This design comes from an exercise in tuning for small area, a short achievable clock period and few clock cycles per item on the open sky130 flow, not from production work.
No functional check of the RTL was part of any run shown here.

==> flow/design.v, too long to show whole: its modules and the start of the top module <==
// module mwo_sine_rom: 15 lines
// module mwo_sine_sum: 9 lines
// module mwo_sqm: 167 lines
// module mwo_para: 232 lines
// module mwo_mul: 616 lines
// module mwo_divadd: 298 lines
// module multi_waveform_oscillator_mixer_core: 223 lines
module multi_waveform_oscillator_mixer_core (
   input  logic        clock,
   input  logic        reset,
   input  logic        req_tvalid,
   output logic        req_tready,
   input  logic [31:0] req_tdata,
   input  logic        req_tlast,
   output logic        rsp_tvalid,
   input  logic        rsp_tready,
   output logic [31:0] rsp_tdata,
   output logic        rsp_tlast,
   input  logic        csr_we,
   input  logic [2:0]  csr_index,
   input  logic [31:0] csr_wdata
);
  // ...
==> flow/run.sh <==
#!/bin/bash
# synth_recipe.tcl (not shown) runs the flow's synth.tcl, then flattens the netlist and writes it again
# the make line also repeats each setting of config.mk as NAME=value (left out here)
make -C /OpenROAD-flow-scripts/flow DESIGN_CONFIG=/design/flow/config.mk WORK_HOME=/design/flow/orfs CLKGATE_MAP_FILE= SYNTH_SCRIPT=/design/flow/synth_recipe.tcl finish
==> flow/config.mk <==
export PLATFORM = sky130hd
export DESIGN_NAME = multi_waveform_oscillator_mixer_core
export DESIGN_NICKNAME = multi_waveform_oscillator_mixer_core
export VERILOG_FILES = /design/flow/design.v
export SDC_FILE = /design/flow/constraint.sdc
export NUM_CORES = 4
export LEC_CHECK = 0
export CAP_MARGIN = 20
export CORE_MARGIN = 2
export CORE_UTILIZATION = 40
export SETUP_SLACK_MARGIN = 5
export SLEW_MARGIN = 20
export SYNTH_MEMORY_MAX_BITS = 32768
==> flow/constraint.sdc <==
create_clock -name core_clock -period 10.0 [get_ports {clock}]
set_input_delay 2.0000 -clock core_clock [delete_from_list [all_inputs] [get_ports {clock}]]
set_output_delay 2.0000 -clock core_clock [all_outputs]
set_load 0.01 [all_outputs]
==> impl_metrics.ini, run 1 <==
[critical_path]
critical_path_class = reg -> reg
cpPeakStageDelay_ns = 0.52
path_cells = nand3b_1 > o21ai_2 > buf_8 > a22oi_2 > xnor2_2 > fa_1 > inv_1 > fa_1 > inv_2 > fa_2 > fa_1 > inv_1 > fa_1 > ha_4 > and3_4 > a221o_1 > a21oi_2 > o21a_1 > a21boi_4 > a221oi_4 > o31a_1 > o21ai_2 > nor4b_1 > or3_1
critPathLaunch = v1_wx[3]

[hold_path]
min_to = v2_d[12]
hold_start = v1_d[12]

[final_layout]
signal_buffers = 363
stdcell_area_mm2 = 0.0469
finish.utilization = 0.476
clkbuf_count = 48
nets = 5441
clock_area_frac = 0.0241
area_share_nonclk_buffers = 0.0740
mostFrequentLayoutCell = inv_1

[route]
dr_wl_met2_um = 59300
wire_per_inst_um = 21.5
wl_met1_um = 54300

[yosys]
synthArstFlopShare = 0
yosysTopAreaCell = fa_1
ys_ff_latch = 321
synth_most_common_cell = inv_1
synth_ff_type = edfxtp_1
yosysUniqueCellTypes = 101

[sta]
finalSetupViolations = 0
rsz0062_at_grt = yes
setup_tns_ns = 0

[clocking]
insertion_delay_ns = 0.58

[floorplanning]
io_pins = 108
initial_core_util = 0.405
tapCellCount = 1287

[global_route]
busiest_layer = met2
grt_pass1_wl_um = 197000

[status]
status = no timing/DRC/antenna violations

[placed_design]
globalplace.congestion = 0.931
==> run 2: changes to the inputs <==
--- a/flow/design.v
+++ b/flow/design.v
@@ -426,6 +426,40 @@
    assign w = z[27:13];
 endmodule
+module mwo_booth (
+   input  logic [15:0] x,
+   input  logic        xm1,
+   output logic [7:0]  one,
+   output logic [7:0]  two,
+   output logic [7:0]  ng
+);
+   assign one[0] = x[0] ^ xm1;
+   assign two[0] = (x[1] & ~x[0] & ~xm1) | (~x[1] & x[0] & xm1);
+   assign ng[0] = x[1] & ~(x[0] & xm1);
+   assign one[1] = x[2] ^ x[1];
+   assign two[1] = (x[3] & ~x[2] & ~x[1]) | (~x[3] & x[2] & x[1]);
+   assign ng[1] = x[3] & ~(x[2] & x[1]);
+   assign one[2] = x[4] ^ x[3];
+   assign two[2] = (x[5] & ~x[4] & ~x[3]) | (~x[5] & x[4] & x[3]);
+   assign ng[2] = x[5] & ~(x[4] & x[3]);
+   assign one[3] = x[6] ^ x[5];
+   assign two[3] = (x[7] & ~x[6] & ~x[5]) | (~x[7] & x[6] & x[5]);
+   assign ng[3] = x[7] & ~(x[6] & x[5]);
+   assign one[4] = x[8] ^ x[7];
+   assign two[4] = (x[9] & ~x[8] & ~x[7]) | (~x[9] & x[8] & x[7]);
+   assign ng[4] = x[9] & ~(x[8] & x[7]);
+   assign one[5] = x[10] ^ x[9];
+   assign two[5] = (x[11] & ~x[10] & ~x[9]) | (~x[11] & x[10] & x[9]);
+   assign ng[5] = x[11] & ~(x[10] & x[9]);
+   assign one[6] = x[12] ^ x[11];
+   assign two[6] = (x[13] & ~x[12] & ~x[11]) | (~x[13] & x[12] & x[11]);
+   assign ng[6] = x[13] & ~(x[12] & x[11]);
+   assign one[7] = x[14] ^ x[13];
+   assign two[7] = (x[15] & ~x[14] & ~x[13]) | (~x[15] & x[14] & x[13]);
+   assign ng[7] = x[15] & ~(x[14] & x[13]);
+endmodule
 module mwo_mul (
-   input  logic [14:0] wx,
+   input  logic [7:0]  one,
+   input  logic [7:0]  two,
+   input  logic [7:0]  ng,
    input  logic        neg,
    input  logic        kc,
@@ -433,223 +467,198 @@
    output logic [38:0] p
 );
-   wire [15:0] x = {neg, wx};
    wire [38:0] r0;
    wire [38:0] r1;
-   wire one0 = x[0] ^ neg;
-   wire two0 = (x[1] & ~x[0] & ~neg) | (~x[1] & x[0] & neg);
-   wire ng0 = x[1] & ~(x[0] & neg);
-   wire pp0_0 = ((one0 & vm[0]) | 1'b0) ^ ng0;
-   wire pp0_1 = ((one0 & vm[1]) | (two0 & vm[0])) ^ ng0;
-   wire pp0_2 = ((one0 & vm[2]) | (two0 & vm[1])) ^ ng0;
-   wire pp0_3 = ((one0 & vm[3]) | (two0 & vm[2])) ^ ng0;
-   wire pp0_4 = ((one0 & vm[4]) | (two0 & vm[3])) ^ ng0;
-   wire pp0_5 = ((one0 & vm[5]) | (two0 & vm[4])) ^ ng0;
-   wire pp0_6 = ((one0 & vm[6]) | (two0 & vm[5])) ^ ng0;
-   wire pp0_7 = ((one0 & vm[7]) | (two0 & vm[6])) ^ ng0;
-   wire pp0_8 = ((one0 & vm[8]) | (two0 & vm[7])) ^ ng0;
-   wire pp0_9 = ((one0 & vm[9]) | (two0 & vm[8])) ^ ng0;
-   wire pp0_10 = ((one0 & vm[10]) | (two0 & vm[9])) ^ ng0;
-   wire pp0_11 = ((one0 & vm[11]) | (two0 & vm[10])) ^ ng0;
-   wire pp0_12 = ((one0 & vm[12]) | (two0 & vm[11])) ^ ng0;
-   wire pp0_13 = ((one0 & vm[13]) | (two0 & vm[12])) ^ ng0;
-   wire pp0_14 = ((one0 & vm[14]) | (two0 & vm[13])) ^ ng0;
-   wire pp0_15 = ((one0 & vm[15]) | (two0 & vm[14])) ^ ng0;
-   wire pp0_16 = ((one0 & vm[16]) | (two0 & vm[15])) ^ ng0;
-   wire pp0_17 = ((one0 & vm[17]) | (two0 & vm[16])) ^ ng0;
-   wire pp0_18 = ((one0 & vm[18]) | (two0 & vm[17])) ^ ng0;
-   wire pp0_19 = ((one0 & vm[19]) | (two0 & vm[18])) ^ ng0;
-   wire pp0_20 = ((one0 & vm[20]) | (two0 & vm[19])) ^ ng0;
-   wire pp0_21 = ((one0 & vm[21]) | (two0 & vm[20])) ^ ng0;
-   wire pp0_22 = ((one0 & vm[22]) | (two0 & vm[21])) ^ ng0;
-   wire pp0_23 = (1'b0 | (two0 & vm[22])) ^ ng0;
-   wire one1 = x[2] ^ x[1];
-   wire two1 = (x[3] & ~x[2] & ~x[1]) | (~x[3] & x[2] & x[1]);
-   wire ng1 = x[3] & ~(x[2] & x[1]);
-   wire pp1_0 = ((one1 & vm[0]) | 1'b0) ^ ng1;
-   wire pp1_1 = ((one1 & vm[1]) | (two1 & vm[0])) ^ ng1;
-   wire pp1_2 = ((one1 & vm[2]) | (two1 & vm[1])) ^ ng1;
-   wire pp1_3 = ((one1 & vm[3]) | (two1 & vm[2])) ^ ng1;
-   wire pp1_4 = ((one1 & vm[4]) | (two1 & vm[3])) ^ ng1;
-   wire pp1_5 = ((one1 & vm[5]) | (two1 & vm[4])) ^ ng1;
-   wire pp1_6 = ((one1 & vm[6]) | (two1 & vm[5])) ^ ng1;
-   wire pp1_7 = ((one1 & vm[7]) | (two1 & vm[6])) ^ ng1;
-   wire pp1_8 = ((one1 & vm[8]) | (two1 & vm[7])) ^ ng1;
-   wire pp1_9 = ((one1 & vm[9]) | (two1 & vm[8])) ^ ng1;
-   wire pp1_10 = ((one1 & vm[10]) | (two1 & vm[9])) ^ ng1;
-   wire pp1_11 = ((one1 & vm[11]) | (two1 & vm[10])) ^ ng1;
-   wire pp1_12 = ((one1 & vm[12]) | (two1 & vm[11])) ^ ng1;
-   wire pp1_13 = ((one1 & vm[13]) | (two1 & vm[12])) ^ ng1;
-   wire pp1_14 = ((one1 & vm[14]) | (two1 & vm[13])) ^ ng1;
-   wire pp1_15 = ((one1 & vm[15]) | (two1 & vm[14])) ^ ng1;
-   wire pp1_16 = ((one1 & vm[16]) | (two1 & vm[15])) ^ ng1;
-   wire pp1_17 = ((one1 & vm[17]) | (two1 & vm[16])) ^ ng1;
-   wire pp1_18 = ((one1 & vm[18]) | (two1 & vm[17])) ^ ng1;
-   wire pp1_19 = ((one1 & vm[19]) | (two1 & vm[18])) ^ ng1;
-   wire pp1_20 = ((one1 & vm[20]) | (two1 & vm[19])) ^ ng1;
-   wire pp1_21 = ((one1 & vm[21]) | (two1 & vm[20])) ^ ng1;
-   wire pp1_22 = ((one1 & vm[22]) | (two1 & vm[21])) ^ ng1;
-   wire pp1_23 = (1'b0 | (two1 & vm[22])) ^ ng1;
-   wire one2 = x[4] ^ x[3];
-   wire two2 = (x[5] & ~x[4] & ~x[3]) | (~x[5] & x[4] & x[3]);
-   wire ng2 = x[5] & ~(x[4] & x[3]);
-   wire pp2_0 = ((one2 & vm[0]) | 1'b0) ^ ng2;
-   wire pp2_1 = ((one2 & vm[1]) | (two2 & vm[0])) ^ ng2;
-   wire pp2_2 = ((one2 & vm[2]) | (two2 & vm[1])) ^ ng2;
-   wire pp2_3 = ((one2 & vm[3]) | (two2 & vm[2])) ^ ng2;
-   wire pp2_4 = ((one2 & vm[4]) | (two2 & vm[3])) ^ ng2;
-   wire pp2_5 = ((one2 & vm[5]) | (two2 & vm[4])) ^ ng2;
-   wire pp2_6 = ((one2 & vm[6]) | (two2 & vm[5])) ^ ng2;
-   wire pp2_7 = ((one2 & vm[7]) | (two2 & vm[6])) ^ ng2;
-   wire pp2_8 = ((one2 & vm[8]) | (two2 & vm[7])) ^ ng2;
-   wire pp2_9 = ((one2 & vm[9]) | (two2 & vm[8])) ^ ng2;
-   wire pp2_10 = ((one2 & vm[10]) | (two2 & vm[9])) ^ ng2;
-   wire pp2_11 = ((one2 & vm[11]) | (two2 & vm[10])) ^ ng2;
-   wire pp2_12 = ((one2 & vm[12]) | (two2 & vm[11])) ^ ng2;
-   wire pp2_13 = ((one2 & vm[13]) | (two2 & vm[12])) ^ ng2;
-   wire pp2_14 = ((one2 & vm[14]) | (two2 & vm[13])) ^ ng2;
-   wire pp2_15 = ((one2 & vm[15]) | (two2 & vm[14])) ^ ng2;
-   wire pp2_16 = ((one2 & vm[16]) | (two2 & vm[15])) ^ ng2;
-   wire pp2_17 = ((one2 & vm[17]) | (two2 & vm[16])) ^ ng2;
-   wire pp2_18 = ((one2 & vm[18]) | (two2 & vm[17])) ^ ng2;
-   wire pp2_19 = ((one2 & vm[19]) | (two2 & vm[18])) ^ ng2;
-   wire pp2_20 = ((one2 & vm[20]) | (two2 & vm[19])) ^ ng2;
-   wire pp2_21 = ((one2 & vm[21]) | (two2 & vm[20])) ^ ng2;
-   wire pp2_22 = ((one2 & vm[22]) | (two2 & vm[21])) ^ ng2;
-   wire pp2_23 = (1'b0 | (two2 & vm[22])) ^ ng2;
-   wire one3 = x[6] ^ x[5];
-   wire two3 = (x[7] & ~x[6] & ~x[5]) | (~x[7] & x[6] & x[5]);
-   wire ng3 = x[7] & ~(x[6] & x[5]);
-   wire pp3_0 = ((one3 & vm[0]) | 1'b0) ^ ng3;
-   wire pp3_1 = ((one3 & vm[1]) | (two3 & vm[0])) ^ ng3;
-   wire pp3_2 = ((one3 & vm[2]) | (two3 & vm[1])) ^ ng3;
-   wire pp3_3 = ((one3 & vm[3]) | (two3 & vm[2])) ^ ng3;
-   wire pp3_4 = ((one3 & vm[4]) | (two3 & vm[3])) ^ ng3;
-   wire pp3_5 = ((one3 & vm[5]) | (two3 & vm[4])) ^ ng3;
-   wire pp3_6 = ((one3 & vm[6]) | (two3 & vm[5])) ^ ng3;
-   wire pp3_7 = ((one3 & vm[7]) | (two3 & vm[6])) ^ ng3;
-   wire pp3_8 = ((one3 & vm[8]) | (two3 & vm[7])) ^ ng3;
-   wire pp3_9 = ((one3 & vm[9]) | (two3 & vm[8])) ^ ng3;
-   wire pp3_10 = ((one3 & vm[10]) | (two3 & vm[9])) ^ ng3;
-   wire pp3_11 = ((one3 & vm[11]) | (two3 & vm[10])) ^ ng3;
-   wire pp3_12 = ((one3 & vm[12]) | (two3 & vm[11])) ^ ng3;
-   wire pp3_13 = ((one3 & vm[13]) | (two3 & vm[12])) ^ ng3;
-   wire pp3_14 = ((one3 & vm[14]) | (two3 & vm[13])) ^ ng3;
-   wire pp3_15 = ((one3 & vm[15]) | (two3 & vm[14])) ^ ng3;
-   wire pp3_16 = ((one3 & vm[16]) | (two3 & vm[15])) ^ ng3;
-   wire pp3_17 = ((one3 & vm[17]) | (two3 & vm[16])) ^ ng3;
-   wire pp3_18 = ((one3 & vm[18]) | (two3 & vm[17])) ^ ng3;
-   wire pp3_19 = ((one3 & vm[19]) | (two3 & vm[18])) ^ ng3;
-   wire pp3_20 = ((one3 & vm[20]) | (two3 & vm[19])) ^ ng3;
-   wire pp3_21 = ((one3 & vm[21]) | (two3 & vm[20])) ^ ng3;
-   wire pp3_22 = ((one3 & vm[22]) | (two3 & vm[21])) ^ ng3;
-   wire pp3_23 = (1'b0 | (two3 & vm[22])) ^ ng3;
-   wire one4 = x[8] ^ x[7];
-   wire two4 = (x[9] & ~x[8] & ~x[7]) | (~x[9] & x[8] & x[7]);
-   wire ng4 = x[9] & ~(x[8] & x[7]);
-   wire pp4_0 = ((one4 & vm[0]) | 1'b0) ^ ng4;
-   wire pp4_1 = ((one4 & vm[1]) | (two4 & vm[0])) ^ ng4;
-   wire pp4_2 = ((one4 & vm[2]) | (two4 & vm[1])) ^ ng4;
-   wire pp4_3 = ((one4 & vm[3]) | (two4 & vm[2])) ^ ng4;
-   wire pp4_4 = ((one4 & vm[4]) | (two4 & vm[3])) ^ ng4;
-   wire pp4_5 = ((one4 & vm[5]) | (two4 & vm[4])) ^ ng4;
-   wire pp4_6 = ((one4 & vm[6]) | (two4 & vm[5])) ^ ng4;
-   wire pp4_7 = ((one4 & vm[7]) | (two4 & vm[6])) ^ ng4;
-   wire pp4_8 = ((one4 & vm[8]) | (two4 & vm[7])) ^ ng4;
-   wire pp4_9 = ((one4 & vm[9]) | (two4 & vm[8])) ^ ng4;
-   wire pp4_10 = ((one4 & vm[10]) | (two4 & vm[9])) ^ ng4;
-   wire pp4_11 = ((one4 & vm[11]) | (two4 & vm[10])) ^ ng4;
-   wire pp4_12 = ((one4 & vm[12]) | (two4 & vm[11])) ^ ng4;
-   wire pp4_13 = ((one4 & vm[13]) | (two4 & vm[12])) ^ ng4;
-   wire pp4_14 = ((one4 & vm[14]) | (two4 & vm[13])) ^ ng4;
-   wire pp4_15 = ((one4 & vm[15]) | (two4 & vm[14])) ^ ng4;
-   wire pp4_16 = ((one4 & vm[16]) | (two4 & vm[15])) ^ ng4;
-   wire pp4_17 = ((one4 & vm[17]) | (two4 & vm[16])) ^ ng4;
-   wire pp4_18 = ((one4 & vm[18]) | (two4 & vm[17])) ^ ng4;
-   wire pp4_19 = ((one4 & vm[19]) | (two4 & vm[18])) ^ ng4;
-   wire pp4_20 = ((one4 & vm[20]) | (two4 & vm[19])) ^ ng4;
-   wire pp4_21 = ((one4 & vm[21]) | (two4 & vm[20])) ^ ng4;
-   wire pp4_22 = ((one4 & vm[22]) | (two4 & vm[21])) ^ ng4;
-   wire pp4_23 = (1'b0 | (two4 & vm[22])) ^ ng4;
-   wire one5 = x[10] ^ x[9];
-   wire two5 = (x[11] & ~x[10] & ~x[9]) | (~x[11] & x[10] & x[9]);
-   wire ng5 = x[11] & ~(x[10] & x[9]);
-   wire pp5_0 = ((one5 & vm[0]) | 1'b0) ^ ng5;
-   wire pp5_1 = ((one5 & vm[1]) | (two5 & vm[0])) ^ ng5;
-   wire pp5_2 = ((one5 & vm[2]) | (two5 & vm[1])) ^ ng5;
-   wire pp5_3 = ((one5 & vm[3]) | (two5 & vm[2])) ^ ng5;
-   wire pp5_4 = ((one5 & vm[4]) | (two5 & vm[3])) ^ ng5;
-   wire pp5_5 = ((one5 & vm[5]) | (two5 & vm[4])) ^ ng5;
-   wire pp5_6 = ((one5 & vm[6]) | (two5 & vm[5])) ^ ng5;
-   wire pp5_7 = ((one5 & vm[7]) | (two5 & vm[6])) ^ ng5;
-   wire pp5_8 = ((one5 & vm[8]) | (two5 & vm[7])) ^ ng5;
-   wire pp5_9 = ((one5 & vm[9]) | (two5 & vm[8])) ^ ng5;
-   wire pp5_10 = ((one5 & vm[10]) | (two5 & vm[9])) ^ ng5;
-   wire pp5_11 = ((one5 & vm[11]) | (two5 & vm[10])) ^ ng5;
-   wire pp5_12 = ((one5 & vm[12]) | (two5 & vm[11])) ^ ng5;
-   wire pp5_13 = ((one5 & vm[13]) | (two5 & vm[12])) ^ ng5;
-   wire pp5_14 = ((one5 & vm[14]) | (two5 & vm[13])) ^ ng5;
-   wire pp5_15 = ((one5 & vm[15]) | (two5 & vm[14])) ^ ng5;
-   wire pp5_16 = ((one5 & vm[16]) | (two5 & vm[15])) ^ ng5;
-   wire pp5_17 = ((one5 & vm[17]) | (two5 & vm[16])) ^ ng5;
-   wire pp5_18 = ((one5 & vm[18]) | (two5 & vm[17])) ^ ng5;
-   wire pp5_19 = ((one5 & vm[19]) | (two5 & vm[18])) ^ ng5;
-   wire pp5_20 = ((one5 & vm[20]) | (two5 & vm[19])) ^ ng5;
-   wire pp5_21 = ((one5 & vm[21]) | (two5 & vm[20])) ^ ng5;
-   wire pp5_22 = ((one5 & vm[22]) | (two5 & vm[21])) ^ ng5;
-   wire pp5_23 = (1'b0 | (two5 & vm[22])) ^ ng5;
-   wire one6 = x[12] ^ x[11];
-   wire two6 = (x[13] & ~x[12] & ~x[11]) | (~x[13] & x[12] & x[11]);
-   wire ng6 = x[13] & ~(x[12] & x[11]);
-   wire pp6_0 = ((one6 & vm[0]) | 1'b0) ^ ng6;
-   wire pp6_1 = ((one6 & vm[1]) | (two6 & vm[0])) ^ ng6;
-   wire pp6_2 = ((one6 & vm[2]) | (two6 & vm[1])) ^ ng6;
-   wire pp6_3 = ((one6 & vm[3]) | (two6 & vm[2])) ^ ng6;
-   wire pp6_4 = ((one6 & vm[4]) | (two6 & vm[3])) ^ ng6;
-   wire pp6_5 = ((one6 & vm[5]) | (two6 & vm[4])) ^ ng6;
-   wire pp6_6 = ((one6 & vm[6]) | (two6 & vm[5])) ^ ng6;
-   wire pp6_7 = ((one6 & vm[7]) | (two6 & vm[6])) ^ ng6;
-   wire pp6_8 = ((one6 & vm[8]) | (two6 & vm[7])) ^ ng6;
-   wire pp6_9 = ((one6 & vm[9]) | (two6 & vm[8])) ^ ng6;
-   wire pp6_10 = ((one6 & vm[10]) | (two6 & vm[9])) ^ ng6;
-   wire pp6_11 = ((one6 & vm[11]) | (two6 & vm[10])) ^ ng6;
-   wire pp6_12 = ((one6 & vm[12]) | (two6 & vm[11])) ^ ng6;
-   wire pp6_13 = ((one6 & vm[13]) | (two6 & vm[12])) ^ ng6;
-   wire pp6_14 = ((one6 & vm[14]) | (two6 & vm[13])) ^ ng6;
-   wire pp6_15 = ((one6 & vm[15]) | (two6 & vm[14])) ^ ng6;
-   wire pp6_16 = ((one6 & vm[16]) | (two6 & vm[15])) ^ ng6;
-   wire pp6_17 = ((one6 & vm[17]) | (two6 & vm[16])) ^ ng6;
-   wire pp6_18 = ((one6 & vm[18]) | (two6 & vm[17])) ^ ng6;
-   wire pp6_19 = ((one6 & vm[19]) | (two6 & vm[18])) ^ ng6;
-   wire pp6_20 = ((one6 & vm[20]) | (two6 & vm[19])) ^ ng6;
-   wire pp6_21 = ((one6 & vm[21]) | (two6 & vm[20])) ^ ng6;
-   wire pp6_22 = ((one6 & vm[22]) | (two6 & vm[21])) ^ ng6;
-   wire pp6_23 = (1'b0 | (two6 & vm[22])) ^ ng6;
-   wire one7 = x[14] ^ x[13];
-   wire two7 = (x[15] & ~x[14] & ~x[13]) | (~x[15] & x[14] & x[13]);
-   wire ng7 = x[15] & ~(x[14] & x[13]);
-   wire pp7_0 = ((one7 & vm[0]) | 1'b0) ^ ng7;
-   wire pp7_1 = ((one7 & vm[1]) | (two7 & vm[0])) ^ ng7;
-   wire pp7_2 = ((one7 & vm[2]) | (two7 & vm[1])) ^ ng7;
-   wire pp7_3 = ((one7 & vm[3]) | (two7 & vm[2])) ^ ng7;
-   wire pp7_4 = ((one7 & vm[4]) | (two7 & vm[3])) ^ ng7;
-   wire pp7_5 = ((one7 & vm[5]) | (two7 & vm[4])) ^ ng7;
-   wire pp7_6 = ((one7 & vm[6]) | (two7 & vm[5])) ^ ng7;
-   wire pp7_7 = ((one7 & vm[7]) | (two7 & vm[6])) ^ ng7;
-   wire pp7_8 = ((one7 & vm[8]) | (two7 & vm[7])) ^ ng7;
-   wire pp7_9 = ((one7 & vm[9]) | (two7 & vm[8])) ^ ng7;
-   wire pp7_10 = ((one7 & vm[10]) | (two7 & vm[9])) ^ ng7;
-   wire pp7_11 = ((one7 & vm[11]) | (two7 & vm[10])) ^ ng7;
-   wire pp7_12 = ((one7 & vm[12]) | (two7 & vm[11])) ^ ng7;
-   wire pp7_13 = ((one7 & vm[13]) | (two7 & vm[12])) ^ ng7;
-   wire pp7_14 = ((one7 & vm[14]) | (two7 & vm[13])) ^ ng7;
-   wire pp7_15 = ((one7 & vm[15]) | (two7 & vm[14])) ^ ng7;
-   wire pp7_16 = ((one7 & vm[16]) | (two7 & vm[15])) ^ ng7;
-   wire pp7_17 = ((one7 & vm[17]) | (two7 & vm[16])) ^ ng7;
-   wire pp7_18 = ((one7 & vm[18]) | (two7 & vm[17])) ^ ng7;
-   wire pp7_19 = ((one7 & vm[19]) | (two7 & vm[18])) ^ ng7;
-   wire pp7_20 = ((one7 & vm[20]) | (two7 & vm[19])) ^ ng7;
-   wire pp7_21 = ((one7 & vm[21]) | (two7 & vm[20])) ^ ng7;
-   wire pp7_22 = ((one7 & vm[22]) | (two7 & vm[21])) ^ ng7;
-   wire pp7_23 = (1'b0 | (two7 & vm[22])) ^ ng7;
+   wire pp0_0 = ((one[0] & vm[0]) | 1'b0) ^ ng[0];
+   wire pp0_1 = ((one[0] & vm[1]) | (two[0] & vm[0])) ^ ng[0];
+   wire pp0_2 = ((one[0] & vm[2]) | (two[0] & vm[1])) ^ ng[0];
+   wire pp0_3 = ((one[0] & vm[3]) | (two[0] & vm[2])) ^ ng[0];
+   wire pp0_4 = ((one[0] & vm[4]) | (two[0] & vm[3])) ^ ng[0];
+   wire pp0_5 = ((one[0] & vm[5]) | (two[0] & vm[4])) ^ ng[0];
+   wire pp0_6 = ((one[0] & vm[6]) | (two[0] & vm[5])) ^ ng[0];
+   wire pp0_7 = ((one[0] & vm[7]) | (two[0] & vm[6])) ^ ng[0];
+   wire pp0_8 = ((one[0] & vm[8]) | (two[0] & vm[7])) ^ ng[0];
+   wire pp0_9 = ((one[0] & vm[9]) | (two[0] & vm[8])) ^ ng[0];
+   wire pp0_10 = ((one[0] & vm[10]) | (two[0] & vm[9])) ^ ng[0];
+   wire pp0_11 = ((one[0] & vm[11]) | (two[0] & vm[10])) ^ ng[0];
+   wire pp0_12 = ((one[0] & vm[12]) | (two[0] & vm[11])) ^ ng[0];
+   wire pp0_13 = ((one[0] & vm[13]) | (two[0] & vm[12])) ^ ng[0];
+   wire pp0_14 = ((one[0] & vm[14]) | (two[0] & vm[13])) ^ ng[0];
+   wire pp0_15 = ((one[0] & vm[15]) | (two[0] & vm[14])) ^ ng[0];
+   wire pp0_16 = ((one[0] & vm[16]) | (two[0] & vm[15])) ^ ng[0];
+   wire pp0_17 = ((one[0] & vm[17]) | (two[0] & vm[16])) ^ ng[0];
+   wire pp0_18 = ((one[0] & vm[18]) | (two[0] & vm[17])) ^ ng[0];
+   wire pp0_19 = ((one[0] & vm[19]) | (two[0] & vm[18])) ^ ng[0];
+   wire pp0_20 = ((one[0] & vm[20]) | (two[0] & vm[19])) ^ ng[0];
+   wire pp0_21 = ((one[0] & vm[21]) | (two[0] & vm[20])) ^ ng[0];
+   wire pp0_22 = ((one[0] & vm[22]) | (two[0] & vm[21])) ^ ng[0];
+   wire pp0_23 = (1'b0 | (two[0] & vm[22])) ^ ng[0];
+   wire pp1_0 = ((one[1] & vm[0]) | 1'b0) ^ ng[1];
+   wire pp1_1 = ((one[1] & vm[1]) | (two[1] & vm[0])) ^ ng[1];
+   wire pp1_2 = ((one[1] & vm[2]) | (two[1] & vm[1])) ^ ng[1];
+   wire pp1_3 = ((one[1] & vm[3]) | (two[1] & vm[2])) ^ ng[1];
+   wire pp1_4 = ((one[1] & vm[4]) | (two[1] & vm[3])) ^ ng[1];
+   wire pp1_5 = ((one[1] & vm[5]) | (two[1] & vm[4])) ^ ng[1];
+   wire pp1_6 = ((one[1] & vm[6]) | (two[1] & vm[5])) ^ ng[1];
+   wire pp1_7 = ((one[1] & vm[7]) | (two[1] & vm[6])) ^ ng[1];
+   wire pp1_8 = ((one[1] & vm[8]) | (two[1] & vm[7])) ^ ng[1];
+   wire pp1_9 = ((one[1] & vm[9]) | (two[1] & vm[8])) ^ ng[1];
+   wire pp1_10 = ((one[1] & vm[10]) | (two[1] & vm[9])) ^ ng[1];
+   wire pp1_11 = ((one[1] & vm[11]) | (two[1] & vm[10])) ^ ng[1];
+   wire pp1_12 = ((one[1] & vm[12]) | (two[1] & vm[11])) ^ ng[1];
+   wire pp1_13 = ((one[1] & vm[13]) | (two[1] & vm[12])) ^ ng[1];
+   wire pp1_14 = ((one[1] & vm[14]) | (two[1] & vm[13])) ^ ng[1];
+   wire pp1_15 = ((one[1] & vm[15]) | (two[1] & vm[14])) ^ ng[1];
+   wire pp1_16 = ((one[1] & vm[16]) | (two[1] & vm[15])) ^ ng[1];
+   wire pp1_17 = ((one[1] & vm[17]) | (two[1] & vm[16])) ^ ng[1];
+   wire pp1_18 = ((one[1] & vm[18]) | (two[1] & vm[17])) ^ ng[1];
+   wire pp1_19 = ((one[1] & vm[19]) | (two[1] & vm[18])) ^ ng[1];
+   wire pp1_20 = ((one[1] & vm[20]) | (two[1] & vm[19])) ^ ng[1];
+   wire pp1_21 = ((one[1] & vm[21]) | (two[1] & vm[20])) ^ ng[1];
+   wire pp1_22 = ((one[1] & vm[22]) | (two[1] & vm[21])) ^ ng[1];
+   wire pp1_23 = (1'b0 | (two[1] & vm[22])) ^ ng[1];
+   wire pp2_0 = ((one[2] & vm[0]) | 1'b0) ^ ng[2];
+   wire pp2_1 = ((one[2] & vm[1]) | (two[2] & vm[0])) ^ ng[2];
+   wire pp2_2 = ((one[2] & vm[2]) | (two[2] & vm[1])) ^ ng[2];
+   wire pp2_3 = ((one[2] & vm[3]) | (two[2] & vm[2])) ^ ng[2];
+   wire pp2_4 = ((one[2] & vm[4]) | (two[2] & vm[3])) ^ ng[2];
+   wire pp2_5 = ((one[2] & vm[5]) | (two[2] & vm[4])) ^ ng[2];
+   wire pp2_6 = ((one[2] & vm[6]) | (two[2] & vm[5])) ^ ng[2];
+   wire pp2_7 = ((one[2] & vm[7]) | (two[2] & vm[6])) ^ ng[2];
+   wire pp2_8 = ((one[2] & vm[8]) | (two[2] & vm[7])) ^ ng[2];
+   wire pp2_9 = ((one[2] & vm[9]) | (two[2] & vm[8])) ^ ng[2];
+   wire pp2_10 = ((one[2] & vm[10]) | (two[2] & vm[9])) ^ ng[2];
+   wire pp2_11 = ((one[2] & vm[11]) | (two[2] & vm[10])) ^ ng[2];
+   wire pp2_12 = ((one[2] & vm[12]) | (two[2] & vm[11])) ^ ng[2];
+   wire pp2_13 = ((one[2] & vm[13]) | (two[2] & vm[12])) ^ ng[2];
+   wire pp2_14 = ((one[2] & vm[14]) | (two[2] & vm[13])) ^ ng[2];
+   wire pp2_15 = ((one[2] & vm[15]) | (two[2] & vm[14])) ^ ng[2];
+   wire pp2_16 = ((one[2] & vm[16]) | (two[2] & vm[15])) ^ ng[2];
+   wire pp2_17 = ((one[2] & vm[17]) | (two[2] & vm[16])) ^ ng[2];
+   wire pp2_18 = ((one[2] & vm[18]) | (two[2] & vm[17])) ^ ng[2];
+   wire pp2_19 = ((one[2] & vm[19]) | (two[2] & vm[18])) ^ ng[2];
+   wire pp2_20 = ((one[2] & vm[20]) | (two[2] & vm[19])) ^ ng[2];
+   wire pp2_21 = ((one[2] & vm[21]) | (two[2] & vm[20])) ^ ng[2];
+   wire pp2_22 = ((one[2] & vm[22]) | (two[2] & vm[21])) ^ ng[2];
+   wire pp2_23 = (1'b0 | (two[2] & vm[22])) ^ ng[2];
+   wire pp3_0 = ((one[3] & vm[0]) | 1'b0) ^ ng[3];
+   wire pp3_1 = ((one[3] & vm[1]) | (two[3] & vm[0])) ^ ng[3];
+   wire pp3_2 = ((one[3] & vm[2]) | (two[3] & vm[1])) ^ ng[3];
+   wire pp3_3 = ((one[3] & vm[3]) | (two[3] & vm[2])) ^ ng[3];
+   wire pp3_4 = ((one[3] & vm[4]) | (two[3] & vm[3])) ^ ng[3];
+   wire pp3_5 = ((one[3] & vm[5]) | (two[3] & vm[4])) ^ ng[3];
+   wire pp3_6 = ((one[3] & vm[6]) | (two[3] & vm[5])) ^ ng[3];
+   wire pp3_7 = ((one[3] & vm[7]) | (two[3] & vm[6])) ^ ng[3];
+   wire pp3_8 = ((one[3] & vm[8]) | (two[3] & vm[7])) ^ ng[3];
+   wire pp3_9 = ((one[3] & vm[9]) | (two[3] & vm[8])) ^ ng[3];
+   wire pp3_10 = ((one[3] & vm[10]) | (two[3] & vm[9])) ^ ng[3];
+   wire pp3_11 = ((one[3] & vm[11]) | (two[3] & vm[10])) ^ ng[3];
+   wire pp3_12 = ((one[3] & vm[12]) | (two[3] & vm[11])) ^ ng[3];
+   wire pp3_13 = ((one[3] & vm[13]) | (two[3] & vm[12])) ^ ng[3];
+   wire pp3_14 = ((one[3] & vm[14]) | (two[3] & vm[13])) ^ ng[3];
+   wire pp3_15 = ((one[3] & vm[15]) | (two[3] & vm[14])) ^ ng[3];
+   wire pp3_16 = ((one[3] & vm[16]) | (two[3] & vm[15])) ^ ng[3];
+   wire pp3_17 = ((one[3] & vm[17]) | (two[3] & vm[16])) ^ ng[3];
+   wire pp3_18 = ((one[3] & vm[18]) | (two[3] & vm[17])) ^ ng[3];
+   wire pp3_19 = ((one[3] & vm[19]) | (two[3] & vm[18])) ^ ng[3];
+   wire pp3_20 = ((one[3] & vm[20]) | (two[3] & vm[19])) ^ ng[3];
+   wire pp3_21 = ((one[3] & vm[21]) | (two[3] & vm[20])) ^ ng[3];
+   wire pp3_22 = ((one[3] & vm[22]) | (two[3] & vm[21])) ^ ng[3];
+   wire pp3_23 = (1'b0 | (two[3] & vm[22])) ^ ng[3];
+   wire pp4_0 = ((one[4] & vm[0]) | 1'b0) ^ ng[4];
+   wire pp4_1 = ((one[4] & vm[1]) | (two[4] & vm[0])) ^ ng[4];
+   wire pp4_2 = ((one[4] & vm[2]) | (two[4] & vm[1])) ^ ng[4];
+   wire pp4_3 = ((one[4] & vm[3]) | (two[4] & vm[2])) ^ ng[4];
+   wire pp4_4 = ((one[4] & vm[4]) | (two[4] & vm[3])) ^ ng[4];
+   wire pp4_5 = ((one[4] & vm[5]) | (two[4] & vm[4])) ^ ng[4];
+   wire pp4_6 = ((one[4] & vm[6]) | (two[4] & vm[5])) ^ ng[4];
+   wire pp4_7 = ((one[4] & vm[7]) | (two[4] & vm[6])) ^ ng[4];
+   wire pp4_8 = ((one[4] & vm[8]) | (two[4] & vm[7])) ^ ng[4];
+   wire pp4_9 = ((one[4] & vm[9]) | (two[4] & vm[8])) ^ ng[4];
+   wire pp4_10 = ((one[4] & vm[10]) | (two[4] & vm[9])) ^ ng[4];
+   wire pp4_11 = ((one[4] & vm[11]) | (two[4] & vm[10])) ^ ng[4];
+   wire pp4_12 = ((one[4] & vm[12]) | (two[4] & vm[11])) ^ ng[4];
+   wire pp4_13 = ((one[4] & vm[13]) | (two[4] & vm[12])) ^ ng[4];
+   wire pp4_14 = ((one[4] & vm[14]) | (two[4] & vm[13])) ^ ng[4];
+   wire pp4_15 = ((one[4] & vm[15]) | (two[4] & vm[14])) ^ ng[4];
+   wire pp4_16 = ((one[4] & vm[16]) | (two[4] & vm[15])) ^ ng[4];
+   wire pp4_17 = ((one[4] & vm[17]) | (two[4] & vm[16])) ^ ng[4];
+   wire pp4_18 = ((one[4] & vm[18]) | (two[4] & vm[17])) ^ ng[4];
+   wire pp4_19 = ((one[4] & vm[19]) | (two[4] & vm[18])) ^ ng[4];
+   wire pp4_20 = ((one[4] & vm[20]) | (two[4] & vm[19])) ^ ng[4];
+   wire pp4_21 = ((one[4] & vm[21]) | (two[4] & vm[20])) ^ ng[4];
+   wire pp4_22 = ((one[4] & vm[22]) | (two[4] & vm[21])) ^ ng[4];
+   wire pp4_23 = (1'b0 | (two[4] & vm[22])) ^ ng[4];
+   wire pp5_0 = ((one[5] & vm[0]) | 1'b0) ^ ng[5];
+   wire pp5_1 = ((one[5] & vm[1]) | (two[5] & vm[0])) ^ ng[5];
+   wire pp5_2 = ((one[5] & vm[2]) | (two[5] & vm[1])) ^ ng[5];
+   wire pp5_3 = ((one[5] & vm[3]) | (two[5] & vm[2])) ^ ng[5];
+   wire pp5_4 = ((one[5] & vm[4]) | (two[5] & vm[3])) ^ ng[5];
+   wire pp5_5 = ((one[5] & vm[5]) | (two[5] & vm[4])) ^ ng[5];
+   wire pp5_6 = ((one[5] & vm[6]) | (two[5] & vm[5])) ^ ng[5];
+   wire pp5_7 = ((one[5] & vm[7]) | (two[5] & vm[6])) ^ ng[5];
+   wire pp5_8 = ((one[5] & vm[8]) | (two[5] & vm[7])) ^ ng[5];
+   wire pp5_9 = ((one[5] & vm[9]) | (two[5] & vm[8])) ^ ng[5];
+   wire pp5_10 = ((one[5] & vm[10]) | (two[5] & vm[9])) ^ ng[5];
+   wire pp5_11 = ((one[5] & vm[11]) | (two[5] & vm[10])) ^ ng[5];
+   wire pp5_12 = ((one[5] & vm[12]) | (two[5] & vm[11])) ^ ng[5];
+   wire pp5_13 = ((one[5] & vm[13]) | (two[5] & vm[12])) ^ ng[5];
+   wire pp5_14 = ((one[5] & vm[14]) | (two[5] & vm[13])) ^ ng[5];
+   wire pp5_15 = ((one[5] & vm[15]) | (two[5] & vm[14])) ^ ng[5];
+   wire pp5_16 = ((one[5] & vm[16]) | (two[5] & vm[15])) ^ ng[5];
+   wire pp5_17 = ((one[5] & vm[17]) | (two[5] & vm[16])) ^ ng[5];
+   wire pp5_18 = ((one[5] & vm[18]) | (two[5] & vm[17])) ^ ng[5];
+   wire pp5_19 = ((one[5] & vm[19]) | (two[5] & vm[18])) ^ ng[5];
+   wire pp5_20 = ((one[5] & vm[20]) | (two[5] & vm[19])) ^ ng[5];
+   wire pp5_21 = ((one[5] & vm[21]) | (two[5] & vm[20])) ^ ng[5];
+   wire pp5_22 = ((one[5] & vm[22]) | (two[5] & vm[21])) ^ ng[5];
+   wire pp5_23 = (1'b0 | (two[5] & vm[22])) ^ ng[5];
+   wire pp6_0 = ((one[6] & vm[0]) | 1'b0) ^ ng[6];
+   wire pp6_1 = ((one[6] & vm[1]) | (two[6] & vm[0])) ^ ng[6];
+   wire pp6_2 = ((one[6] & vm[2]) | (two[6] & vm[1])) ^ ng[6];
+   wire pp6_3 = ((one[6] & vm[3]) | (two[6] & vm[2])) ^ ng[6];
+   wire pp6_4 = ((one[6] & vm[4]) | (two[6] & vm[3])) ^ ng[6];
+   wire pp6_5 = ((one[6] & vm[5]) | (two[6] & vm[4])) ^ ng[6];
+   wire pp6_6 = ((one[6] & vm[6]) | (two[6] & vm[5])) ^ ng[6];
+   wire pp6_7 = ((one[6] & vm[7]) | (two[6] & vm[6])) ^ ng[6];
+   wire pp6_8 = ((one[6] & vm[8]) | (two[6] & vm[7])) ^ ng[6];
+   wire pp6_9 = ((one[6] & vm[9]) | (two[6] & vm[8])) ^ ng[6];
+   wire pp6_10 = ((one[6] & vm[10]) | (two[6] & vm[9])) ^ ng[6];
+   wire pp6_11 = ((one[6] & vm[11]) | (two[6] & vm[10])) ^ ng[6];
+   wire pp6_12 = ((one[6] & vm[12]) | (two[6] & vm[11])) ^ ng[6];
+   wire pp6_13 = ((one[6] & vm[13]) | (two[6] & vm[12])) ^ ng[6];
+   wire pp6_14 = ((one[6] & vm[14]) | (two[6] & vm[13])) ^ ng[6];
+   wire pp6_15 = ((one[6] & vm[15]) | (two[6] & vm[14])) ^ ng[6];
+   wire pp6_16 = ((one[6] & vm[16]) | (two[6] & vm[15])) ^ ng[6];
+   wire pp6_17 = ((one[6] & vm[17]) | (two[6] & vm[16])) ^ ng[6];
+   wire pp6_18 = ((one[6] & vm[18]) | (two[6] & vm[17])) ^ ng[6];
+   wire pp6_19 = ((one[6] & vm[19]) | (two[6] & vm[18])) ^ ng[6];
+   wire pp6_20 = ((one[6] & vm[20]) | (two[6] & vm[19])) ^ ng[6];
+   wire pp6_21 = ((one[6] & vm[21]) | (two[6] & vm[20])) ^ ng[6];
+   wire pp6_22 = ((one[6] & vm[22]) | (two[6] & vm[21])) ^ ng[6];
+   wire pp6_23 = (1'b0 | (two[6] & vm[22])) ^ ng[6];
+   wire pp7_0 = ((one[7] & vm[0]) | 1'b0) ^ ng[7];
+   wire pp7_1 = ((one[7] & vm[1]) | (two[7] & vm[0])) ^ ng[7];
+   wire pp7_2 = ((one[7] & vm[2]) | (two[7] & vm[1])) ^ ng[7];
+   wire pp7_3 = ((one[7] & vm[3]) | (two[7] & vm[2])) ^ ng[7];
+   wire pp7_4 = ((one[7] & vm[4]) | (two[7] & vm[3])) ^ ng[7];
+   wire pp7_5 = ((one[7] & vm[5]) | (two[7] & vm[4])) ^ ng[7];
+   wire pp7_6 = ((one[7] & vm[6]) | (two[7] & vm[5])) ^ ng[7];
+   wire pp7_7 = ((one[7] & vm[7]) | (two[7] & vm[6])) ^ ng[7];
+   wire pp7_8 = ((one[7] & vm[8]) | (two[7] & vm[7])) ^ ng[7];
+   wire pp7_9 = ((one[7] & vm[9]) | (two[7] & vm[8])) ^ ng[7];
+   wire pp7_10 = ((one[7] & vm[10]) | (two[7] & vm[9])) ^ ng[7];
+   wire pp7_11 = ((one[7] & vm[11]) | (two[7] & vm[10])) ^ ng[7];
+   wire pp7_12 = ((one[7] & vm[12]) | (two[7] & vm[11])) ^ ng[7];
+   wire pp7_13 = ((one[7] & vm[13]) | (two[7] & vm[12])) ^ ng[7];
+   wire pp7_14 = ((one[7] & vm[14]) | (two[7] & vm[13])) ^ ng[7];
+   wire pp7_15 = ((one[7] & vm[15]) | (two[7] & vm[14])) ^ ng[7];
+   wire pp7_16 = ((one[7] & vm[16]) | (two[7] & vm[15])) ^ ng[7];
+   wire pp7_17 = ((one[7] & vm[17]) | (two[7] & vm[16])) ^ ng[7];
+   wire pp7_18 = ((one[7] & vm[18]) | (two[7] & vm[17])) ^ ng[7];
+   wire pp7_19 = ((one[7] & vm[19]) | (two[7] & vm[18])) ^ ng[7];
+   wire pp7_20 = ((one[7] & vm[20]) | (two[7] & vm[19])) ^ ng[7];
+   wire pp7_21 = ((one[7] & vm[21]) | (two[7] & vm[20])) ^ ng[7];
+   wire pp7_22 = ((one[7] & vm[22]) | (two[7] & vm[21])) ^ ng[7];
+   wire pp7_23 = (1'b0 | (two[7] & vm[22])) ^ ng[7];
    wire mu_1 = pp0_14 ^ pp1_12;
    wire mu_2 = pp0_14 & pp1_12;
@@ -688,6 +697,6 @@
    wire mu_35 = pp3_6 ^ pp4_4 ^ pp5_2;
    wire mu_36 = (pp3_6 & pp4_4) | (pp3_6 & pp5_2) | (pp4_4 & pp5_2);
-   wire mu_37 = pp6_0 ^ ng6;
-   wire mu_38 = pp6_0 & ng6;
+   wire mu_37 = pp6_0 ^ ng[6];
+   wire mu_38 = pp6_0 & ng[6];
    wire mu_39 = pp0_13 ^ pp1_11 ^ pp2_9;
    wire mu_40 = (pp0_13 & pp1_11) | (pp0_13 & pp2_9) | (pp1_11 & pp2_9);
@@ -700,6 +709,6 @@
    wire mu_47 = pp4_6 ^ pp5_4 ^ pp6_2;
    wire mu_48 = (pp4_6 & pp5_4) | (pp4_6 & pp6_2) | (pp5_4 & pp6_2);
-   wire mu_49 = pp7_0 ^ ng7 ^ 1'b1;
-   wire mu_50 = (pp7_0 & ng7) | (pp7_0 & 1'b1) | (ng7 & 1'b1);
+   wire mu_49 = pp7_0 ^ ng[7] ^ 1'b1;
+   wire mu_50 = (pp7_0 & ng[7]) | (pp7_0 & 1'b1) | (ng[7] & 1'b1);
    wire mu_51 = mu_2 ^ mu_3 ^ pp2_11;
    wire mu_52 = (mu_2 & mu_3) | (mu_2 & pp2_11) | (mu_3 & pp2_11);
@@ -756,6 +765,6 @@
    wire mu_103 = pp6_11 ^ pp7_9 ^ 1'b1;
    wire mu_104 = (pp6_11 & pp7_9) | (pp6_11 & 1'b1) | (pp7_9 & 1'b1);
-   wire mu_105 = mu_20 ^ ~ng0 ^ pp1_22;
-   wire mu_106 = (mu_20 & ~ng0) | (mu_20 & pp1_22) | (~ng0 & pp1_22);
+   wire mu_105 = mu_20 ^ ~ng[0] ^ pp1_22;
+   wire mu_106 = (mu_20 & ~ng[0]) | (mu_20 & pp1_22) | (~ng[0] & pp1_22);
    wire mu_107 = pp2_20 ^ pp3_18 ^ pp4_16;
    wire mu_108 = (pp2_20 & pp3_18) | (pp2_20 & pp4_16) | (pp3_18 & pp4_16);
@@ -768,6 +777,6 @@
    wire mu_115 = pp7_11 ^ 1'b1;
    wire mu_116 = pp7_11 & 1'b1;
-   wire mu_117 = ~ng1 ^ pp2_22 ^ pp3_20;
-   wire mu_118 = (~ng1 & pp2_22) | (~ng1 & pp3_20) | (pp2_22 & pp3_20);
+   wire mu_117 = ~ng[1] ^ pp2_22 ^ pp3_20;
+   wire mu_118 = (~ng[1] & pp2_22) | (~ng[1] & pp3_20) | (pp2_22 & pp3_20);
    wire mu_119 = pp4_18 ^ pp5_16 ^ pp6_14;
    wire mu_120 = (pp4_18 & pp5_16) | (pp4_18 & pp6_14) | (pp5_16 & pp6_14);
@@ -776,6 +785,6 @@
    wire mu_123 = pp5_17 ^ pp6_15;
    wire mu_124 = pp5_17 & pp6_15;
-   wire mu_125 = ~ng2 ^ pp3_22 ^ pp4_20;
-   wire mu_126 = (~ng2 & pp3_22) | (~ng2 & pp4_20) | (pp3_22 & pp4_20);
+   wire mu_125 = ~ng[2] ^ pp3_22 ^ pp4_20;
+   wire mu_126 = (~ng[2] & pp3_22) | (~ng[2] & pp4_20) | (pp3_22 & pp4_20);
    wire mu_127 = pp3_23 ^ pp4_21;
    wire mu_128 = pp3_23 & pp4_21;
@@ -786,6 +795,6 @@
    wire mu_133 = pp0_6 ^ pp1_4 ^ pp2_2;
    wire mu_134 = (pp0_6 & pp1_4) | (pp0_6 & pp2_2) | (pp1_4 & pp2_2);
-   wire mu_135 = pp3_0 ^ ng3;
-   wire mu_136 = pp3_0 & ng3;
+   wire mu_135 = pp3_0 ^ ng[3];
+   wire mu_136 = pp3_0 & ng[3];
    wire mu_137 = pp0_7 ^ pp1_5 ^ pp2_3;
    wire mu_138 = (pp0_7 & pp1_5) | (pp0_7 & pp2_3) | (pp1_5 & pp2_3);
@@ -794,6 +803,6 @@
    wire mu_141 = mu_21 ^ pp2_4 ^ pp3_2;
    wire mu_142 = (mu_21 & pp2_4) | (mu_21 & pp3_2) | (pp2_4 & pp3_2);
-   wire mu_143 = pp4_0 ^ ng4 ^ 1'b1;
-   wire mu_144 = (pp4_0 & ng4) | (pp4_0 & 1'b1) | (ng4 & 1'b1);
+   wire mu_143 = pp4_0 ^ ng[4] ^ 1'b1;
+   wire mu_144 = (pp4_0 & ng[4]) | (pp4_0 & 1'b1) | (ng[4] & 1'b1);
    wire mu_145 = mu_22 ^ mu_23 ^ pp2_5;
    wire mu_146 = (mu_22 & mu_23) | (mu_22 & pp2_5) | (mu_23 & pp2_5);
@@ -802,6 +811,6 @@
    wire mu_149 = mu_24 ^ mu_25 ^ mu_27;
    wire mu_150 = (mu_24 & mu_25) | (mu_24 & mu_27) | (mu_25 & mu_27);
-   wire mu_151 = pp5_0 ^ ng5 ^ 1'b1;
-   wire mu_152 = (pp5_0 & ng5) | (pp5_0 & 1'b1) | (ng5 & 1'b1);
+   wire mu_151 = pp5_0 ^ ng[5] ^ 1'b1;
+   wire mu_152 = (pp5_0 & ng[5]) | (pp5_0 & 1'b1) | (ng[5] & 1'b1);
    wire mu_153 = mu_26 ^ mu_28 ^ mu_29;
    wire mu_154 = (mu_26 & mu_28) | (mu_26 & mu_29) | (mu_28 & mu_29);
@@ -880,6 +889,6 @@
    wire mu_227 = pp6_17 ^ pp7_15 ^ 1'b1;
    wire mu_228 = (pp6_17 & pp7_15) | (pp6_17 & 1'b1) | (pp7_15 & 1'b1);
-   wire mu_229 = mu_128 ^ ~ng3 ^ pp4_22;
-   wire mu_230 = (mu_128 & ~ng3) | (mu_128 & pp4_22) | (~ng3 & pp4_22);
+   wire mu_229 = mu_128 ^ ~ng[3] ^ pp4_22;
+   wire mu_230 = (mu_128 & ~ng[3]) | (mu_128 & pp4_22) | (~ng[3] & pp4_22);
    wire mu_231 = pp5_20 ^ pp6_18 ^ pp7_16;
    wire mu_232 = (pp5_20 & pp6_18) | (pp5_20 & pp7_16) | (pp6_18 & pp7_16);
@@ -888,16 +897,16 @@
    wire mu_235 = pp7_17 ^ 1'b1;
    wire mu_236 = pp7_17 & 1'b1;
-   wire mu_237 = ~ng4 ^ pp5_22 ^ pp6_20;
-   wire mu_238 = (~ng4 & pp5_22) | (~ng4 & pp6_20) | (pp5_22 & pp6_20);
+   wire mu_237 = ~ng[4] ^ pp5_22 ^ pp6_20;
+   wire mu_238 = (~ng[4] & pp5_22) | (~ng[4] & pp6_20) | (pp5_22 & pp6_20);
    wire mu_239 = pp5_23 ^ pp6_21;
    wire mu_240 = pp5_23 & pp6_21;
-   wire mu_241 = pp0_0 ^ ng0;
-   wire mu_242 = pp0_0 & ng0;
+   wire mu_241 = pp0_0 ^ ng[0];
+   wire mu_242 = pp0_0 & ng[0];
    wire mu_243 = pp0_2 ^ pp1_0;
    wire mu_244 = pp0_2 & pp1_0;
    wire mu_245 = pp0_3 ^ pp1_1;
    wire mu_246 = pp0_3 & pp1_1;
-   wire mu_247 = mu_129 ^ pp2_0 ^ ng2;
-   wire mu_248 = (mu_129 & pp2_0) | (mu_129 & ng2) | (pp2_0 & ng2);
+   wire mu_247 = mu_129 ^ pp2_0 ^ ng[2];
+   wire mu_248 = (mu_129 & pp2_0) | (mu_129 & ng[2]) | (pp2_0 & ng[2]);
    wire mu_249 = mu_130 ^ mu_131 ^ pp2_1;
    wire mu_250 = (mu_130 & mu_131) | (mu_130 & pp2_1) | (mu_131 & pp2_1);
@@ -958,6 +967,6 @@
    wire mu_305 = mu_238 ^ mu_239 ^ pp7_19;
    wire mu_306 = (mu_238 & mu_239) | (mu_238 & pp7_19) | (mu_239 & pp7_19);
-   wire mu_307 = mu_240 ^ ~ng5 ^ pp6_22;
-   wire mu_308 = (mu_240 & ~ng5) | (mu_240 & pp6_22) | (~ng5 & pp6_22);
+   wire mu_307 = mu_240 ^ ~ng[5] ^ pp6_22;
+   wire mu_308 = (mu_240 & ~ng[5]) | (mu_240 & pp6_22) | (~ng[5] & pp6_22);
    wire mu_309 = pp6_23 ^ pp7_21;
    wire mu_310 = pp6_23 & pp7_21;
@@ -966,6 +975,6 @@
    wire mu_313 = mu_242 ^ pp0_1 ^ 1'b1;
    wire mu_314 = (mu_242 & pp0_1) | (mu_242 & 1'b1) | (pp0_1 & 1'b1);
-   wire mu_315 = mu_243 ^ ng1 ^ 1'b1;
-   wire mu_316 = (mu_243 & ng1) | (mu_243 & 1'b1) | (ng1 & 1'b1);
+   wire mu_315 = mu_243 ^ ng[1] ^ 1'b1;
+   wire mu_316 = (mu_243 & ng[1]) | (mu_243 & 1'b1) | (ng[1] & 1'b1);
    wire mu_317 = mu_244 ^ mu_245 ^ 1'b1;
    wire mu_318 = (mu_244 & mu_245) | (mu_244 & 1'b1) | (mu_245 & 1'b1);
@@ -1034,10 +1043,10 @@
    wire mu_381 = mu_308 ^ mu_309 ^ 1'b1;
    wire mu_382 = (mu_308 & mu_309) | (mu_308 & 1'b1) | (mu_309 & 1'b1);
-   wire mu_383 = mu_310 ^ ~ng6 ^ pp7_22;
-   wire mu_384 = (mu_310 & ~ng6) | (mu_310 & pp7_22) | (~ng6 & pp7_22);
+   wire mu_383 = mu_310 ^ ~ng[6] ^ pp7_22;
+   wire mu_384 = (mu_310 & ~ng[6]) | (mu_310 & pp7_22) | (~ng[6] & pp7_22);
    wire mu_385 = pp7_23 ^ 1'b1;
    wire mu_386 = pp7_23 & 1'b1;
    assign r0 = {mu_386, mu_384, mu_382, mu_380, mu_378, mu_376, mu_374, mu_372, mu_370, mu_368, mu_366, mu_364, mu_362, mu_360, mu_358, mu_356, mu_354, mu_352, mu_350, mu_348, mu_346, mu_344, mu_342, mu_340, mu_338, mu_336, mu_334, mu_332, mu_330, mu_328, mu_326, mu_324, mu_322, mu_320, mu_318, mu_316, mu_314, mu_312, mu_311};
-   assign r1 = {~ng7, mu_385, mu_383, mu_381, mu_379, mu_377, mu_375, mu_373, mu_371, mu_369, mu_367, mu_365, mu_363, mu_361, mu_359, mu_357, mu_355, mu_353, mu_351, mu_349, mu_347, mu_345, mu_343, mu_341, mu_339, mu_337, mu_335, mu_333, mu_331, mu_329, mu_327, mu_325, mu_323, mu_321, mu_319, mu_317, mu_315, mu_313, 1'b1};
+   assign r1 = {~ng[7], mu_385, mu_383, mu_381, mu_379, mu_377, mu_375, mu_373, mu_371, mu_369, mu_367, mu_365, mu_363, mu_361, mu_359, mu_357, mu_355, mu_353, mu_351, mu_349, mu_347, mu_345, mu_343, mu_341, mu_339, mu_337, mu_335, mu_333, mu_331, mu_329, mu_327, mu_325, mu_323, mu_321, mu_319, mu_317, mu_315, mu_313, 1'b1};
    assign p = r0 + r1;
 endmodule
@@ -1498,17 +1507,31 @@
       endcase
    end
+   logic [15:0] bx;
+   logic        bxm1;
+   logic [7:0]  b_one;
+   logic [7:0]  b_two;
+   logic [7:0]  b_ng;
+   assign bx   = vmc1_ff ? 16'(mix_ff) : {v0_neg, w1 ^ {15{v0_neg}}};
+   assign bxm1 = !vmc1_ff && v0_neg;
+   mwo_booth u_booth (
+      .x   (bx),
+      .xm1 (bxm1),
+      .one (b_one),
+      .two (b_two),
+      .ng  (b_ng)
+   );
    logic [32:0] v1_d;
    logic        v1_neg;
    logic        v1_kc;
-   logic [14:0] v1_wx;
+   logic [7:0]  v1_one;
+   logic [7:0]  v1_two;
+   logic [7:0]  v1_ng;
    always_ff @(posedge clock) begin
-      if (vmc1_ff) begin
-         v1_neg <= 1'b0;
-         v1_kc  <= 1'b0;
-         v1_wx  <= 15'(mix_ff);
-      end else if (adv) begin
-         v1_neg <= v0_neg;
-         v1_kc  <= 1'b1;
-         v1_wx  <= w1 ^ {15{v0_neg}};
+      if (vmc1_ff || adv) begin
+         v1_neg <= bxm1;
+         v1_kc  <= !vmc1_ff;
+         v1_one <= b_one;
+         v1_two <= b_two;
+         v1_ng  <= b_ng;
       end
       if (adv) begin
@@ -1517,5 +1540,7 @@
    end
    mwo_mul u_mul (
-      .wx  (v1_wx),
+      .one (v1_one),
+      .two (v1_two),
+      .ng  (v1_ng),
       .neg (v1_neg),
       .kc  (v1_kc),
==> run 2 against run 1 <==
  * Die area is 2.7% higher
  * Largest cell class unchanged
  * Via count grew 4.9%
  * Hold slack worse by 0.031 ns
  * Core utilization is 0.52 points higher
  * Global-route usage fell by 0.16 points
  * Final cell count rose by 5.3%
  * Area after synthesis up 2.7%
  * Critical path depth decreased by 4
  * Critical endpoint is now v2_t[19]
  * Clock skew is 0.0096 ns higher
  * Still clean on timing, DRC and antenna
  * Non-clock buffer count is 47 higher
==> impl_metrics.ini, run 2 <==
[final_layout]
fillers = 9563
nets = 5666
mostFrequentLayoutCell = inv_1
layout_common_cells = 569 x inv_1, 385 x nand2_1, 327 x fa_1, 327 x ha_1, 297 x a21oi_1
area_delta_synth_final_pct = 19.1
drive_above_1_share = 0.161
finish.utilization = 0.481

[sta]
period_needed_ns = 5.70
fin_crit_sh = 0.570
max_freq_mhz = 175
finalSetupViolations = 0
tightest_slew_ns = 1.04
finClkSkew_ns = 0.0433
slew_viol_final = 0
setup_slack_ns = 4.30
slew_headroom = 0.303
rsz0062_at_grt = yes
hold_viol = 0
setup_tns_ns = 0

[hold_path]
hold_depth = 0
hold_start = v1_d[31]
min_to = v2_d[31]
hold_path_class = reg -> reg

[yosys]
syn-num-nets = 5516
yosysTopAreaCell = fa_1
yosysTopAreaCellShare = 0.177
synthArstFlopShare = 0
synth_common_cells = 590 x inv_1, 393 x nand2_1, 368 x ha_1
synth_edf_count = 210
avgSynthCellArea_um2 = 8.71
ys_ff_latch = 330
ys_seq_area_frac = 0.212
synth_most_common_cell = inv_1
netlist_area_mm2 = 0.0411
yosysUniqueCellTypes = 99
syn_inst = 4712
yosys-top-cells-area = fa_1 18%, edfxtp_1 15%, ha_1 11%, dfxtp_1 5.9%, inv_1 5.4%
synth_warnings = 1
synth_ff_type = edfxtp_1

[clocking]
cts_tree = done
insertion_delay_ns = 0.60
hold_buffers = 0
cts_made_buffers = 41
clock_path_buffers = 3
cts_sinks = 330
htreeDepth = 2
cts_root_buf = clkbuf_16
path_clk_slew_ns = 0.06

[critical_path]
worstReg2RegStart = v1_two[0]
critical_path_class = reg -> reg
reg2reg_to = v2_t[19]
ff2ff_path_depth = 20
crit_arrival_ns = 6.05
path_max_fanout = 5
reg2reg_setup_slack_ns = 4.30
cp.required_ns = 10.35
start_kind = register
end_kind = register

[status]
status = no timing/DRC/antenna violations

[floorplanning]
initial_core_util = 0.404
core_mm2 = 0.102
die_y_um = 324
io_pins = 108
placementRows = 117
die_x_um = 324
die_area_mm2 = 0.105

[placed_design]
dp_worst_setup_slack_ns = 3.37
dp_hpwl_um = 90800
port_buffers = 107
globalplace.congestion = 0.918

[route]
drtIter0Drc = 3281
wire_per_inst_um = 20.9
drt_first_pass_iters = 7
drc_errors = 0
drt-total-wl_um = 131000
antenna_left = 0
vias = 36000
vias_per_cell = 5.74

[global_route]
grt_pass1_vias = 35600
grt.total_usage = 0.241
grt_pass1_wl_um = 204000
grtUsageMet3 = 0.0301
grt-ovfl-total = 0
use_met2 = 0.395
met1_usage = 0.327
grt_max_degree = 80
grt_antenna_before_repair = 3
busiest_layer = met2

[run]
maxCapViolations = 0
==> run 2: per-stage QoR <==
stage / cells / hold slack (ns) / instance area [um2]
floorplan: 4712 / 0.400 / 41800
global placement: 5953 / 0.400 / 43700
detailed placement: 5953 / 0.405 / 43800
CTS: 6200 / 0.376 / 47500
global route: 6264 / 0.391 / 48900
finish: 6265 / 0.380 / 48900
==> run 2: how the worst max path moves through the flow <==
stage | from | endpoint | slack [ns]
finish | v1_two[0] | v2_t[19] | 4.30
detailed placement | v1_ng[1] | v2_t[19] | 3.37
global route | v1_two[0] | v2_t[19] | 4.17
CTS | v0_sel[18] | v1_one[7] | 4.41
floorplan | v1_two[0] | v2_t[18] | 4.73
global placement | v1_ng[1] | v2_t[19] | 3.54
==> run 2: cell type report <==
cell class	count	area, um2	area share
timing repair buffer	410	3910	0.0798
antenna	2	5.00	0.000102
inverter	596	2270	0.0463
clock buffer	50	1120	0.0230
tap	1368	1710	0.0350
timing repair inverter	1	8.76	0.000179
multi-input combinational	3482	30900	0.632
clock inverter	26	233	0.00476
sequential	330	8760	0.179
==> run 2: repair_timing <==
item / 4_1_cts / 5_1_grt
resized for setup: 249 / 191
cloned: 6 / 6
setup endpoints to repair: 112 / 108
setup buffers: 165 / 57
pin swaps: 140 / 125
==> run 2: logic make-up (layout without fill, tap and decap cells) <==
group                    after synthesis  after routing  share of synthesized area
AO/OA/AOI/OAI                       1222           1223                      0.195
AND/OR/NAND/NOR                     1113           1114                      0.127
buffers and inverters                902           1083                     0.0843
adder cells (fa/ha/maj)              734            734                      0.290
XOR/XNOR                             359            359                     0.0774
flip-flops                           330            330                      0.212
multiplexers                          52             52                     0.0136
other                                  0              2                          0
==> run 2: layer usage <==
layer,wire (um),vias up
met5,14,-
met4,4780,2
met3,8950,307
met2,61400,1436
met1,56000,17700
li1,-,16500
==> run 2: critical path, cell delays in order, from the launching register on <==
cell and delay (ns):
edfxtp_1 0.46, buf_6 0.17, buf_12 0.12, a22oi_2 0.22, xor2_2 0.23, fa_1 0.47, fa_2 0.35, fa_1 0.50
inv_2 0.04, fa_1 0.55, fa_1 0.45, ha_4 0.28, a21oi_2 0.14, o21bai_2 0.10, a31o_2 0.25, o21a_1 0.18
a31o_4 0.23, a221oi_4 0.33, o31ai_1 0.11, a21oi_1 0.19, xnor2_1 0.09

## what the ideal ports hide
How much do the figures lean on ideal ports? The routed layouts below were timed once more, with nothing changed but the port constraints. Step 1 assumes that a clkbuf_16 drives the clock port and a buf_2 every other input. Step 2 also shifts input and output timing later by t, the mid clock arrival at the registers, as if the neighbouring blocks saw the same clock. Slacks: ideal ports / drivers / drivers and shift; pairs: ideal ports / drivers.
| run | shift t [ns] | slack for setup (ns) | worst data-port slew with drivers (ns) |
|---|---|---|---|
| run 1 | 0.634 | 3.738 / 3.738 / 3.738 | 0.09 |
| run 2 | 0.640 | 4.299 / 4.299 / 4.299 | 0.13 |
After both steps setup and hold are still met in every run listed.
